This is an optimization exercise on Yosys and OpenROAD, whose aim is small area and a short achievable clock period, not a production implementation. Only simulation tests tie the RTL to the original design; equivalence was not proved.

Setup of build 58:
==> flow/design.v (excerpt) <==
module lockin_top (
  input  wire                          alg_clk,
  input  wire                          alg_rst_n,
  input  wire                          search_end,
  input  wire                          pem_posedge,
  input  wire [16-1:0]   ref_dat,
  input  wire                          ref_dat_valid,
  input  wire [16-1:0]     wave_sine,
  input  wire [16-1:0]     wave_cosine,
  output wire                          wave_req,
  output wire [9-1:0]     wave_addr,
  output wire                          buf_refresh,
  output wire [40-1:0]      i_sum,
  output wire [40-1:0]      q_sum,
  output wire                          sum_valid
);
Size in the first run: roughly 2300 cells after synthesis, about 150 I/O pins.
==> flow/config.mk <==
export PLATFORM = sky130hd
export DESIGN_NAME = lockin_top
export DESIGN_NICKNAME = lockin_top
export VERILOG_FILES = /design/flow/design.v
export SDC_FILE = /design/flow/constraint.sdc
export NUM_CORES = 4
export LEC_CHECK = 0
export ABC_CLOCK_PERIOD_IN_PS = 3500
export CAP_MARGIN = 20
export CORE_MARGIN = 2
export CORE_UTILIZATION = 65
export SETUP_SLACK_MARGIN = 3.6
export SLEW_MARGIN = 20
export SYNTH_HIERARCHICAL = 1
==> flow/constraint.sdc <==
create_clock -name core_clock -period 7.0 [get_ports {alg_clk}]
set_input_delay 1.4000 -clock core_clock [delete_from_list [all_inputs] [get_ports {alg_clk}]]
set_output_delay 1.4000 -clock core_clock [all_outputs]
set_load 0.01 [all_outputs]
run.sh (not shown) runs the stock make flow with config.mk's settings and CLKGATE_MAP_FILE= SYNTH_SCRIPT=/design/flow/synth_recipe.tcl, a recipe that flattens the netlist after the stock synthesis.
Both conditions hold for build 58: the flow ran to the end and the final layout passed the timing, DRC and antenna checks.
For build 71, these inputs were changed with respect to build 58:
# build 58
export LEC_CHECK = 0
export ABC_CLOCK_PERIOD_IN_PS = 3500
export CAP_MARGIN = 20
export CORE_MARGIN = 2
export CORE_UTILIZATION = 65
export SETUP_SLACK_MARGIN = 3.6
export SLEW_MARGIN = 20
export SYNTH_HIERARCHICAL = 1
create_clock -name core_clock -period 7.0 [get_ports {alg_clk}]
# build 71
export LEC_CHECK = 0
export ABC_CLOCK_PERIOD_IN_PS = 3500
export CAP_MARGIN = 20
export CORE_MARGIN = 2
export CORE_UTILIZATION = 75
export CTS_CLUSTER_DIAMETER = 150
export CTS_CLUSTER_SIZE = 20
export SETUP_SLACK_MARGIN = 3.63
export SLEW_MARGIN = 20
export SYNTH_HIERARCHICAL = 1
create_clock -name core_clock -period 7.0 [get_ports {alg_clk}]
==> flow/flow/run.sh (new file) <==
#!/bin/bash
# The standard layout, with the port buffers made from the smallest buffer
# cell instead of the default choice.  Everything else is the standard flow's own flow.
set -e
cp standard.sh standard_copy.log
export BUFFER_PORTS_ARGS="-buffer_cell sky130_fd_sc_hd__buf_1"
bash standard.sh > standard.log 2>&1
==> flow/standard.sh (new file) <==
#!/bin/bash
# synth_recipe.tcl (not shown) runs the flow's synth.tcl, then flattens the netlist and writes it again
# the make line also repeats each setting of config.mk as NAME=value (left out here)
make -C /OpenROAD-flow-scripts/flow DESIGN_CONFIG=/design/flow/config.mk WORK_HOME=/design/flow/orfs CLKGATE_MAP_FILE= SYNTH_SCRIPT=/design/flow/synth_recipe.tcl "${@:-finish}"
removed: flow/run.sh
## What came out
Comparing build 58 against build 71, there is no change at all in basic-gate share of the synthesized area counting and, or, nand and nor cells.
Looking at top routing layer in use, the met4 result is from build 58; the met5 one comes from build 71.
Final period demand of the worst path on build 71 is ahead of build 58.
Diff build 58 -> build 71 | number of non-clock buffers | decrease of 5
Max die outline width across build 58 and build 71: build 58
### build 71 -> build 19
# build 71
export LEC_CHECK = 0
export ABC_CLOCK_PERIOD_IN_PS = 3500
export CAP_MARGIN = 20
export CORE_MARGIN = 2
export CORE_UTILIZATION = 75
export CTS_CLUSTER_DIAMETER = 150
export CTS_CLUSTER_SIZE = 20
export SETUP_SLACK_MARGIN = 3.63
export SLEW_MARGIN = 20
export SYNTH_HIERARCHICAL = 1
create_clock -name core_clock -period 7.0 [get_ports {alg_clk}]
# build 19
export LEC_CHECK = 0
export ABC_CLOCK_PERIOD_IN_PS = 3500
export CAP_MARGIN = 20
export CORE_MARGIN = 2
export CORE_UTILIZATION = 65
export SETUP_SLACK_MARGIN = 3.6
export SLEW_MARGIN = 20
export SYNTH_HIERARCHICAL = 1
create_clock -name core_clock -period 7.0 [get_ports {alg_clk}]
diff --git a/flow/flow/run.sh b/flow/flow/run.sh
--- a/flow/flow/run.sh
+++ b/flow/flow/run.sh
@@ -6,2 +6,3 @@
 export BUFFER_PORTS_ARGS="-buffer_cell sky130_fd_sc_hd__buf_1"
+export RECOVER_POWER=100
 bash standard.sh > standard.log 2>&1
Timing, DRC, antenna: 0 failures across build 71 and build 19
[compare] base=build 71 new=build 19: well tap count moved up, global-route track usage on met2 moved down.
Comparing build 71 and build 19, the higher iteration-0 DRC count of the detailed router was measured on build 71.
Between build 71 and build 19, buffer share of cell area decreased.
Sum of routed wire length over all layers (lower): build 71
Delta (build 19 minus build 71): highest achievable clock rate now smaller; met1 demand-to-capacity share in global routing dropped 3.4 points.
sky130_fd_sc_hd__buf_4 as the cell with the largest stage delay on the worst path was reported by build 71, and sky130_fd_sc_hd__clkbuf_1 by build 19.
[inputs] build 20 vs build 19
# build 19
export LEC_CHECK = 0
export ABC_CLOCK_PERIOD_IN_PS = 3500
export CAP_MARGIN = 20
export CORE_MARGIN = 2
export CORE_UTILIZATION = 65
export SETUP_SLACK_MARGIN = 3.6
export SLEW_MARGIN = 20
export SYNTH_HIERARCHICAL = 1
create_clock -name core_clock -period 7.0 [get_ports {alg_clk}]
# build 20
export LEC_CHECK = 0
export ABC_CLOCK_PERIOD_IN_PS = 4200
export CAP_MARGIN = 20
export CORE_MARGIN = 2
export CORE_UTILIZATION = 65
export CTS_CLUSTER_DIAMETER = 150
export CTS_CLUSTER_SIZE = 20
export SETUP_SLACK_MARGIN = 3.6
export SLEW_MARGIN = 20
export SYNTH_HIERARCHICAL = 1
create_clock -name core_clock -period 7.0 [get_ports {alg_clk}]
diff --git a/flow/flow/run.sh b/flow/flow/run.sh
--- a/flow/flow/run.sh
+++ b/flow/flow/run.sh
@@ -6,3 +6,2 @@
 export BUFFER_PORTS_ARGS="-buffer_cell sky130_fd_sc_hd__buf_1"
-export RECOVER_POWER=100
 bash standard.sh > standard.log 2>&1
## What came out
| worst setup slack | build 20 vs build 19 | better |. Critical path class: input port to primary output -> build 20, flip-flop to flip-flop -> build 19. The routed length per instance in build 20 sits 0.12 um above the value recorded for build 19. The hold slack of build 20 exceeds that of build 19 by 0.0060 ns. Cmp build 19 and build 20 / clock-buffer cell count / higher: build 19. The global-route usage in build 20 was lower than what build 19 gave.
Input changes introduced in build 12 (baseline for comparison: build 20):
# build 20
export LEC_CHECK = 0
export ABC_CLOCK_PERIOD_IN_PS = 4200
export CAP_MARGIN = 20
export CORE_MARGIN = 2
export CORE_UTILIZATION = 65
export CTS_CLUSTER_DIAMETER = 150
export CTS_CLUSTER_SIZE = 20
export SETUP_SLACK_MARGIN = 3.6
export SLEW_MARGIN = 20
export SYNTH_HIERARCHICAL = 1
create_clock -name core_clock -period 7.0 [get_ports {alg_clk}]
# build 12
export LEC_CHECK = 0
export ABC_CLOCK_PERIOD_IN_PS = 3500
export CAP_MARGIN = 20
export CORE_MARGIN = 2
export CORE_UTILIZATION = 65
export SETUP_SLACK_MARGIN = 3.7
export SLEW_MARGIN = 20
export SYNTH_HIERARCHICAL = 1
create_clock -name core_clock -period 7.0 [get_ports {alg_clk}]
==> comparison <==
In summary, build 12 completed successfully, with a layout that passed the timing, DRC and antenna checks. Logic depth of the worst setup path including buffers up 7 in build 12 wrt build 20. Compared with build 20, build 12 shows a higher area overhead of the layout relative to synthesis. Fraction of standard cell area that is sequential came out lower on build 12 than on build 20. From build 20 to build 12 the numbers moved as follows: share of cell area taken by multi-input logic gates moved down; number of setup buffers added after CTS moved up; total of cells resized after clock tree synthesis moved up.
Input changes introduced in build 96 (baseline for comparison: build 12):
# build 12
export LEC_CHECK = 0
export ABC_CLOCK_PERIOD_IN_PS = 3500
export CAP_MARGIN = 20
export CORE_MARGIN = 2
export CORE_UTILIZATION = 65
export SETUP_SLACK_MARGIN = 3.7
export SLEW_MARGIN = 20
export SYNTH_HIERARCHICAL = 1
create_clock -name core_clock -period 7.0 [get_ports {alg_clk}]
# build 96
export LEC_CHECK = 0
export ABC_CLOCK_PERIOD_IN_PS = 3500
export CAP_MARGIN = 20
export CORE_MARGIN = 2
export CORE_UTILIZATION = 65
export CTS_CLUSTER_DIAMETER = 150
export CTS_CLUSTER_SIZE = 20
export SETUP_SLACK_MARGIN = 3.6
export SLEW_MARGIN = 20
export SYNTH_HIERARCHICAL = 1
create_clock -name core_clock -period 7.0 [get_ports {alg_clk}]
Results
Across build 96 and build 12, none had a timing, DRC or antenna violation. Half-perimeter wire length after detailed placement (lower): build 12. Sort build 96 and build 12 by count of clock-buffer cells in the layout, descending, and build 12 comes first. | post-CTS resize count | lower: build 96 |. Build 96 reports its end of the critical path as buf_refresh while build 12 reports u_accum.u_chan_q.st[43]. Fmax: build 96 lower than build 12. The setup slack of build 96 is smaller than that of build 12.

==> static timing again, ports no longer ideal <==
In the flow no input, the clock included, has a driving cell. The finished layouts below were timed again as built, in two steps. Step 1 assumes that a clkbuf_16 drives the clock port and a buf_2 every other input. Step 2 times the ports against the registers' clock, not the clock port: input delays grow and output delays shrink by t, the midpoint of the rising clock arrivals with the driver on. a / b / c = ideal ports / drivers / drivers and shift; a / b = the first two.
run	t, ns	setup WS [ns]	worst setup path after step 2
build 58	0.609	3.648 / 3.616 / 3.616	input to output
build 71	0.605	3.669 / 3.637 / 3.637	input to output
build 19	0.602	2.543 / 2.543 / 2.543	register to register
build 20	0.603	3.677 / 3.653 / 3.653	input to output
build 12	0.616	3.690 / 3.690 / 3.690	register to register
build 96	0.603	3.677 / 3.653 / 3.653	input to output
After both steps every run listed still meets setup and hold.
